This design comes from an exercise in tuning for small area, a short achievable clock period and few clock cycles per item on the open sky130 flow, not from production work. Function was checked by simulation only, so behaviour that the tests miss may differ from the original.

==> flow/design.v (excerpt) <==
module sw_top (
    input  logic                                clk,
    input  logic                                reset,
    input  logic                                i_valid,
    input  sw_pkg::base_t                       i_ref_base,
    input  sw_pkg::base_t                       i_query_base,
    output logic                                o_finish,
    output logic [8-1:0]              o_max,
    output logic [sw_pkg::RIDX_W:0]             o_pos_ref,
    output logic [sw_pkg::QIDX_W:0]             o_pos_query
);
clock: 7.5 ns
lec_check: 0
abc_area: 1
cap_margin: 20
core_margin: 2
core_utilization: 40
cts_cluster_diameter: 80
cts_cluster_size: 60
setup_slack_margin: 4.75
slew_margin: 20
tns_end_percent: 100
run.sh (not shown) runs the stock make flow with config.mk's settings and CLKGATE_MAP_FILE= SYNTH_SCRIPT=/design/flow/synth_recipe.tcl, a recipe that flattens the netlist after the stock synthesis.
The first run finished with timing, DRC and antenna clean.
Testbench counts at the start, summed over its fixed seeds: cycles 12,480, runs 320.
Rerun with:
Settings changed: ABC_AREA 1 to not set, CTS_CLUSTER_DIAMETER 80 to not set, CTS_CLUSTER_SIZE 60 to not set, SETUP_SLACK_MARGIN 4.75 to 4.5.
The changed run completed with no timing, DRC or antenna violations; count of clock-buffer cells in the layout is higher by 26; worst hold slack gains 0.0093 ns; wire length is lower by 7.1%; first-iteration DRC count is lower by 10%; via count is lower by 12%; maximum frequency is lower by 8.7%; non-clock buffer count is lower by 20.
Rerun with:
Settings changed: ABC_AREA set to 1, CTS_CLUSTER_DIAMETER set to 80, CTS_CLUSTER_SIZE set to 60, SETUP_SLACK_MARGIN 4.5 to 4.9.
Result: Setup slack gets better by 0.30 ns; wire length rises by roughly a tenth; via count rises by about a fifth; final area rises by a few percent; count of clock-buffer cells in the layout falls by 24.
Rerun with:
Settings changed: ABC_AREA 1 to not set, CTS_CLUSTER_DIAMETER 80 to not set, CTS_CLUSTER_SIZE 60 to not set, SETUP_SLACK_MARGIN 4.9 to 4.5, TNS_END_PERCENT 100 to 10.
=>
- The new run passed the timing, design-rule and antenna checks
- cell area shrinks by a few percent
- setup slack is worse by 0.48 ns
- critical path depth shrinks by 1
- sequential share of layout area grows by 1.6 points

========
sw_top, a different RTL version from the one above (not shown whole).
Size: about 310 flip-flops, about 27 I/O pins, roughly 20000 um2 of cells after synthesis.
make LEC_CHECK=0 ABC_AREA=1 CAP_MARGIN=20 CORE_MARGIN=2 CORE_UTILIZATION=40 CTS_CLUSTER_DIAMETER=80 CTS_CLUSTER_SIZE=60 SETUP_SLACK_MARGIN=4.95 SLEW_MARGIN=20 TNS_END_PERCENT=100 finish   # period 7.5 ns
The starting point went through all stages and came out clean.
Testbench counts at the start, summed over its fixed seeds: cycles 12,480, runs 320.
Then changed:
CTS_CLUSTER_DIAMETER = 70   (was 80)
SETUP_SLACK_MARGIN = 4.85   (was 4.95)
Outcome: The new run finished with timing, DRC and antenna clean; design area came out lower by a few percent; utilization decreases by 2.0 points; final cell count went down slightly; non-clock buffer count goes down by 44; synthesized area is unchanged; maximum frequency drops by a few percent.

========
## run A
sw_top again, from the RTL that the note above started with.
Design sw_top, start of the top module:
module sw_top (
    input  logic                                clk,
    input  logic                                reset,
    input  logic                                i_valid,
    input  sw_pkg::base_t                       i_ref_base,
    input  sw_pkg::base_t                       i_query_base,
    output logic                                o_finish,
    output logic [8-1:0]              o_max,
    output logic [sw_pkg::RIDX_W:0]             o_pos_ref,
    output logic [sw_pkg::QIDX_W:0]             o_pos_query
);
    logic                        start;
    logic                        load;
    logic [5:0]                  cnt;
    logic                        last;
    logic                        busy;
    logic [5:0]                  best_m2;
    logic [3:0]                  best_oh;
    logic [16-1:0][1:0] cand;
    logic                        row1;
    logic [5:0]                  best_s;
    logic [5:0]                  best_g;
    logic [4:0]                  best_j;
    logic [4:0]                  best_i;
  ...
==> flow/config.mk <==
export PLATFORM = sky130hd
export DESIGN_NAME = sw_top
export DESIGN_NICKNAME = sw_top
export VERILOG_FILES = /design/flow/design.v
export SDC_FILE = /design/flow/constraint.sdc
export NUM_CORES = 4
export LEC_CHECK = 0
export ABC_AREA = 1
export CAP_MARGIN = 20
export CORE_MARGIN = 2
export CORE_UTILIZATION = 40
export CTS_CLUSTER_DIAMETER = 60
export CTS_CLUSTER_SIZE = 60
export SETUP_SLACK_MARGIN = 4.85
export SLEW_MARGIN = 20
export TNS_END_PERCENT = 100
==> flow/constraint.sdc <==
create_clock -name core_clock -period 7.5 [get_ports {clk}]
set_input_delay 1.5000 -clock core_clock [delete_from_list [all_inputs] [get_ports {clk}]]
set_output_delay 1.5000 -clock core_clock [all_outputs]
set_load 0.01 [all_outputs]
Testbench counts of run A, summed over its fixed seeds: cycles 12,480, runs 320.
The inputs of run B differ from those of run A as listed below.
- SETUP_SLACK_MARGIN changed from 4.85 to 4.92
- CTS_CLUSTER_DIAMETER changed from 60 to 70
==> notes.md <==
Slowest cell on the critical path: sky130_fd_sc_hd__dfxtp_1 -> run A, sky130_fd_sc_hd__dfxtp_4 -> run B. Looking at number of ordinary and repair buffers in the finished layout across run B and run A, the one that comes out lower is run A. Comparing non-clock buffering overhead in the final layout for run B and run A, the smaller number came from run A. Compared with run A, run B shows final core utilization higher by 1.4 points. Run B against run A: number of instances resized during post-cts repair increased 29; achievable clock frequency shows no meaningful change; clock buffer count in the final layout has decreased. Between run A and run B, global-route usage increased. Against run A, area of all placed cells without fillers in run B rose by a few percent.
### run B -> run C
- swapping 4.92 for 4.75 in SETUP_SLACK_MARGIN
- swapping 70 for 80 in CTS_CLUSTER_DIAMETER
### Flow results
Sort run B and run C by worst hold slack, ascending, and run B comes first.
Diff run B and run C: maximum clock rate higher in run B
In run C relative to run B, estimated wirelength of the detail-placed design had gone down slightly.
Compared with run B, run C shows a maximum net fanout on the critical path that is 2 higher.
For count of clock buffers in the final design, dividing the value from run C by the value from run B gives 0.857.
In the reports for run B and run C, the larger routing usage on met2 belongs to run B.
[compare] base=run B new=run C: first-iteration DRC count up 3.3%, share of cell area taken by flip-flops and latches higher.

## re-timing with driven ports
In the flow no input, the clock included, has a driving cell. The finished layouts below were timed again as built, in two steps. Step 1 sets driving cells, clkbuf_16 on the clock port and buf_2 on the other inputs (assumed; they add their load-dependent delay and slew). Step 2, shift: input delay + t, output delay - t, t = (earliest + latest rising clock arrival at the registers) / 2. This alone moves slack from input paths to output paths. Slacks: no drivers / after step 1 / after step 2; pairs: no drivers / after step 1.
run	t (ns)	setup WS [ns]	hold WS [ns]	worst slew at a driven data input, ns	cell pins on the clock port's net
the first run of note 1	0.615	4.780 / 4.730 / 4.162	0.360 / 0.360 / 0.360	0.08	1
the second run of note 1	0.569	4.522 / 4.522 / 4.008	0.369 / 0.369 / 0.369	0.03	1
the third run of note 1	0.605	4.821 / 4.763 / 4.390	0.359 / 0.359 / 0.359	0.07	1
the fourth run of note 1	0.572	4.343 / 4.287 / 3.828	0.368 / 0.368 / 0.368	0.03	1
the first run of note 2	0.607	4.930 / 4.880 / 4.436	0.367 / 0.367 / 0.367	0.04	1
the second run of note 2	0.599	4.876 / 4.813 / 4.363	0.350 / 0.350 / 0.350	0.03	1
run A	0.627	4.894 / 4.836 / 4.352	0.364 / 0.364 / 0.364	0.03	1
run B	0.615	4.889 / 4.870 / 4.420	0.353 / 0.353 / 0.353	0.04	1
run C	0.612	4.795 / 4.741 / 4.279	0.360 / 0.360 / 0.360	0.04	1
After both steps setup and hold are still met in every run listed. For the first run of note 1, which loses most, drivers alone change the setup slack by -0.050 ns; drivers and shift together by -0.618 ns.
